Background: an optimization exercise with open tools, aiming at small area. Do not read the settings as production practice.
Function was checked by simulation only, so behaviour that the tests miss may differ from the original.
Power and IR drop assume default switching activity.

onyx:
==> flow/design.v <==
package cache_pkg;
  localparam int ADDR_WIDTH = 32;        
  localparam int WORD_WIDTH = 32;        
  localparam int BE_WIDTH   = WORD_WIDTH / 8;  
  localparam int MAX_INDEX_WIDTH  = 8;   
  localparam int MAX_OFFSET_WIDTH = 4;   
  typedef enum logic [1:0] {
    OP_READ  = 2'b00,
    OP_WRITE = 2'b01,
    OP_INVAL = 2'b10
  } cache_op_e;
  typedef struct packed {
    cache_op_e             op;
    logic [ADDR_WIDTH-1:0] addr;   
    logic [WORD_WIDTH-1:0] wdata;
    logic [BE_WIDTH-1:0]   be;     
  } cache_req_t;
  typedef struct packed {
    cache_op_e                   op;
    logic [ADDR_WIDTH-1:0]       tag;       
    logic [MAX_INDEX_WIDTH-1:0]  index;     
    logic [MAX_OFFSET_WIDTH-1:0] word_off;  
    logic [WORD_WIDTH-1:0]       wdata;
    logic [BE_WIDTH-1:0]         be;
  } cache_cmd_t;
  typedef struct packed {
    logic                  hit;
    logic [WORD_WIDTH-1:0] data;   
  } cache_rsp_t;
endpackage
`timescale 1ns/100ps
module si_cache (
  input  logic        clk,
  input  logic        rst_n,
  input  logic        req_valid,
  input  logic [1:0]  req_op,      
  input  logic [31:0] req_addr,    
  input  logic [31:0] req_wdata,
  input  logic [3:0]  req_be,      
  output logic        rsp_valid,
  output logic        rsp_hit,
  output logic [31:0] rsp_data
);
  logic [3:0]  idx;
  logic [1:0]  off;
  logic [23:0] tag;
  assign idx = req_addr[7:4];
  assign off = req_addr[3:2];
  assign tag = req_addr[31:8];
  logic do_write, do_inval, do_read;
  assign do_write = req_valid && (req_op == 2'b01) && (|req_be);
  assign do_inval = req_valid && (req_op == 2'b10);
  assign do_read  = req_valid && (req_op == 2'b00);
  logic [15:0] line_vld_q;         
  logic [23:0] line_tag_q [16];
  logic [31:0] data_q     [64];    
  logic [15:0] line_sel;
  logic [63:0] word_sel;
  assign line_sel = 16'd1 << idx;
  assign word_sel = 64'd1 << {idx, off};
  logic [23:0] cur_tag;
  logic        cur_vld;
  always_comb begin
    cur_tag = '0;
    for (int i = 0; i < 16; i++) cur_tag = cur_tag | (line_tag_q[i] & {24{line_sel[i]}});
  end
  assign cur_vld = |(line_vld_q & line_sel);
  logic tag_match;   
  assign tag_match = cur_vld && (cur_tag == tag);
  always_ff @(posedge clk or negedge rst_n) begin
    if (!rst_n) begin
      line_vld_q <= '0;
    end else if (do_write) begin
      line_vld_q <= line_vld_q | line_sel;
    end else if (do_inval && tag_match) begin
      line_vld_q <= line_vld_q & ~line_sel;
    end
  end
  logic [15:0] tag_load, tag_keep;
  assign tag_load = line_sel & {16{do_write}};
  assign tag_keep = ~tag_load;
  always_ff @(posedge clk) begin
    for (int i = 0; i < 16; i++)
      line_tag_q[i] <= (line_tag_q[i] & {24{tag_keep[i]}}) | (tag & {24{tag_load[i]}});
  end
  logic [3:0]  be_load;
  logic [63:0] byte_load [4];
  logic [63:0] byte_keep [4];
  assign be_load = req_be & {4{do_write}};
  always_comb begin
    for (int b = 0; b < 4; b++) begin
      byte_load[b] = word_sel & {64{be_load[b]}};
      byte_keep[b] = ~byte_load[b];
    end
  end
  always_ff @(posedge clk) begin
    for (int i = 0; i < 64; i++)
      for (int b = 0; b < 4; b++)
        data_q[i][b*8 +: 8] <= (data_q[i][b*8 +: 8] & {8{byte_keep[b][i]}})
                             | (req_wdata[b*8 +: 8] & {8{byte_load[b][i]}});
  end
  logic        rd1_valid, rd2_valid;
  logic        rd1_hit, rd2_hit;
  logic [5:0]  rd1_word;
  logic [31:0] rd2_data;
  always_ff @(posedge clk or negedge rst_n) begin
    if (!rst_n) begin
      rd1_valid <= 1'b0;
      rd2_valid <= 1'b0;
      rsp_valid <= 1'b0;
    end else begin
      rd1_valid <= do_read;
      rd2_valid <= rd1_valid;
      rsp_valid <= rd2_valid;
    end
  end
  logic [63:0] rd_sel;
  logic [31:0] rd_word;
  always_comb begin
    rd_sel  = 64'd1 << rd1_word;
    rd_word = '0;
    for (int i = 0; i < 64; i++) rd_word = rd_word | (data_q[i] & {32{rd_sel[i]}});
  end
  always_ff @(posedge clk) begin
    rd1_hit  <= tag_match;
    rd1_word <= {idx, off};
    rd2_hit  <= rd1_hit;
    rd2_data <= rd_word;
    rsp_hit  <= rd2_hit;
    rsp_data <= rd2_data;
  end
endmodule
clock: 5.0 ns
lec_check: 0
cap_margin: 20
core_margin: 2
core_utilization: 40
slew_margin: 20
run.sh (not shown) runs the stock make flow with config.mk's settings and CLKGATE_MAP_FILE= SYNTH_SCRIPT=/design/flow/synth_recipe.tcl, a recipe that flattens the netlist after the stock synthesis.
onyx: no failed stages, no open violations at the end
Relative to onyx, the following input files were edited for willow:
- putting CTS_CLUSTER_SIZE at 16 where nothing was set
- putting CTS_CLUSTER_DIAMETER at 80 where nothing was set
- putting CTS_BUF_LIST at sky130_fd_sc_hd__clkbuf_8 where nothing was set
==> flow/flow/run.sh (new file) <==
#!/bin/bash
# The standard layout, except that clock tree synthesis uses clkbuf_8 sink
# clusters and inserts no dummy loads. Runs in the standard flow's work folder; the ORFS
# logs stay under orfs/logs, and make's own output goes to standard.log.
set -euo pipefail
bash standard.sh \
  "CTS_ARGS=-sink_clustering_enable -repair_clock_nets -sink_clustering_size 16 -sink_clustering_max_diameter 80 -buf_list sky130_fd_sc_hd__clkbuf_8 -dont_use_dummy_load" \
  finish > standard.log 2>&1
==> flow/standard.sh (new file) <==
#!/bin/bash
# synth_recipe.tcl (not shown) runs the flow's synth.tcl, then flattens the netlist and writes it again
# the make line also repeats each setting of config.mk as NAME=value (left out here)
make -C /OpenROAD-flow-scripts/flow DESIGN_CONFIG=/design/flow/config.mk WORK_HOME=/design/flow/orfs CLKGATE_MAP_FILE= SYNTH_SCRIPT=/design/flow/synth_recipe.tcl "${@:-finish}"
removed: flow/run.sh
Notes after the runs:
In terms of net count after synthesis, onyx and willow differ only marginally.
Changes observed in willow relative to onyx: count of clock-buffer cells in the layout decreased by 169 relative to the old numbers; maximum level of the CTS H-tree decreased by 1 relative to the old numbers; total power after layout decreased by 22% relative to the old numbers.
willow: post-synthesis to final-layout area growth is 6.3 points lower than what onyx reported.
Clock-pin slew reported for the worst setup and hold paths after clock tree synthesis sits higher in willow than in onyx.

Setup of lane 1:
Starts from the design.v that is shown in full above.
clock: 5.0 ns
lec_check: 0
cap_margin: 20
core_margin: 2
core_utilization: 40
cts_buf_list: sky130_fd_sc_hd__clkbuf_8
cts_cluster_diameter: 60
cts_cluster_size: 16
slew_margin: 20
standard.sh (not shown) runs the stock make flow with config.mk's settings and CLKGATE_MAP_FILE= SYNTH_SCRIPT=/design/flow/synth_recipe.tcl, a recipe that flattens the netlist after the stock synthesis.
==> flow/flow/run.sh <==
#!/bin/bash
# The standard layout, except that:
#  - clock tree synthesis uses clkbuf_8 sink clusters and inserts no dummy
#    loads;
#  - before global placement, flow/upsize_de.tcl gives the 1x gates that
#    drive the enable pins of 8 or more flip-flops their 2x version.
# Runs in the standard flow's work folder; the ORFS logs stay under orfs/logs, and
# make's own output goes to standard.log.
set -euo pipefail
bash standard.sh \
  "CTS_ARGS=-sink_clustering_enable -repair_clock_nets -sink_clustering_size 16 -sink_clustering_max_diameter 60 -buf_list sky130_fd_sc_hd__clkbuf_8 -dont_use_dummy_load" \
  "PRE_GLOBAL_PLACE_TCL=$PWD/flow/upsize_de.tcl" \
  finish > standard.log 2>&1
==> flow/flow/upsize_de.tcl <==
# Before global placement: a 1x gate that drives the enable pins of 8 or
# more flip-flops becomes its 2x version, so placement needs no buffer on
# that net. Only combinational drive strengths change; registers keep
# their cells.
set n_up 0
foreach inst [[ord::get_db_block] getInsts] {
  set master [[$inst getMaster] getName]
  if {![regexp {^(sky130_fd_sc_hd__(nor2|nand2|and2|or2|nor2b|and2b))_1$} $master -> base]} continue
  set de 0
  foreach it [$inst getITerms] {
    if {![$it isOutputSignal]} continue
    set net [$it getNet]
    if {$net eq "NULL"} continue
    foreach s [$net getITerms] {
      if {[[$s getMTerm] getName] eq "DE"} { incr de }
    }
  }
  if {$de >= 8} {
    set new [[ord::get_db] findMaster ${base}_2]
    if {$new ne "NULL"} { $inst swapMaster $new; incr n_up }
  }
}
puts "upsize_de: upsized $n_up enable drivers"
[inputs] lane 2 vs lane 1
==> flow/flow/run.sh <==
#!/bin/bash
# The standard layout, except that clock tree synthesis uses clkbuf_8 sink
# clusters and inserts no dummy loads. Runs in the standard flow's work folder; the ORFS
# logs stay under orfs/logs, and make's own output goes to standard.log.
set -euo pipefail
bash standard.sh \
  "CTS_ARGS=-sink_clustering_enable -repair_clock_nets -sink_clustering_size 16 -sink_clustering_max_diameter 80 -buf_list sky130_fd_sc_hd__clkbuf_8 -dont_use_dummy_load" \
  finish > standard.log 2>&1
diff --git a/flow/config.mk b/flow/config.mk
--- a/flow/config.mk
+++ b/flow/config.mk
@@ -8 +8 @@
-export CAP_MARGIN = 20
+export CAP_MARGIN = 5
@@ -12 +12 @@
-export CTS_CLUSTER_DIAMETER = 60
+export CTS_CLUSTER_DIAMETER = 80
@@ -14 +14,2 @@
-export SLEW_MARGIN = 20
+export GPL_TIMING_DRIVEN = 0
+export SLEW_MARGIN = 5
removed: flow/flow/upsize_de.tcl
[summary]
Nothing crashed in lane 2 and all stages finished; the problem is that the final layout failed, the offending checks being max-capacitance violations, max-slew violations, negative setup slack.
Fraction of standard cell area in multi-input logic (higher): lane 1
Sequential share of layout area: higher on lane 2
Lane 1 → lane 2: total negative slack for setup checks now smaller; number of clock buffers inserted by TritonCTS has decreased; design area held steady; final worst slack down 1150 ps.
The total global-route track usage in lane 2 sits 4.8 points above the value recorded for lane 1.

==> what the ideal ports hide <==
How much do the figures lean on ideal ports? The routed layouts below were timed once more, with nothing changed but the port constraints. Step 1 assumes that a clkbuf_16 drives the clock port and a buf_2 every other input. Step 2, shift: input delay + t, output delay - t, t = (earliest + latest rising clock arrival at the registers) / 2. This alone moves slack from input paths to output paths. a / b / c = ideal / step 1 / step 2; a / b = the first two.
| run | shift t [ns] | slack for setup (ns) | worst hold slack (ns) | slew at the worst register clock pin (ns) |
|---|---|---|---|---|
| onyx | 0.998 | 0.555 / 0.555 / 0.351 | 0.050 / -0.017 / 0.314 | 0.07 / 0.07 |
| willow | 1.027 | 0.523 / 0.523 / 0.386 | 0.252 / 0.252 / 0.252 | 0.11 / 0.11 |
| lane 1 | 1.050 | 0.877 / 0.877 / 0.405 | 0.284 / 0.284 / 0.284 | 0.11 / 0.11 |
| lane 2 | 1.072 | -0.272 / -0.272 / -0.976 | 0.307 / 0.254 / 0.328 | 0.11 / 0.11 |
The setup slack of lane 2, which loses most, moves by 0.000 ns with the drivers and by -0.704 ns with both steps.
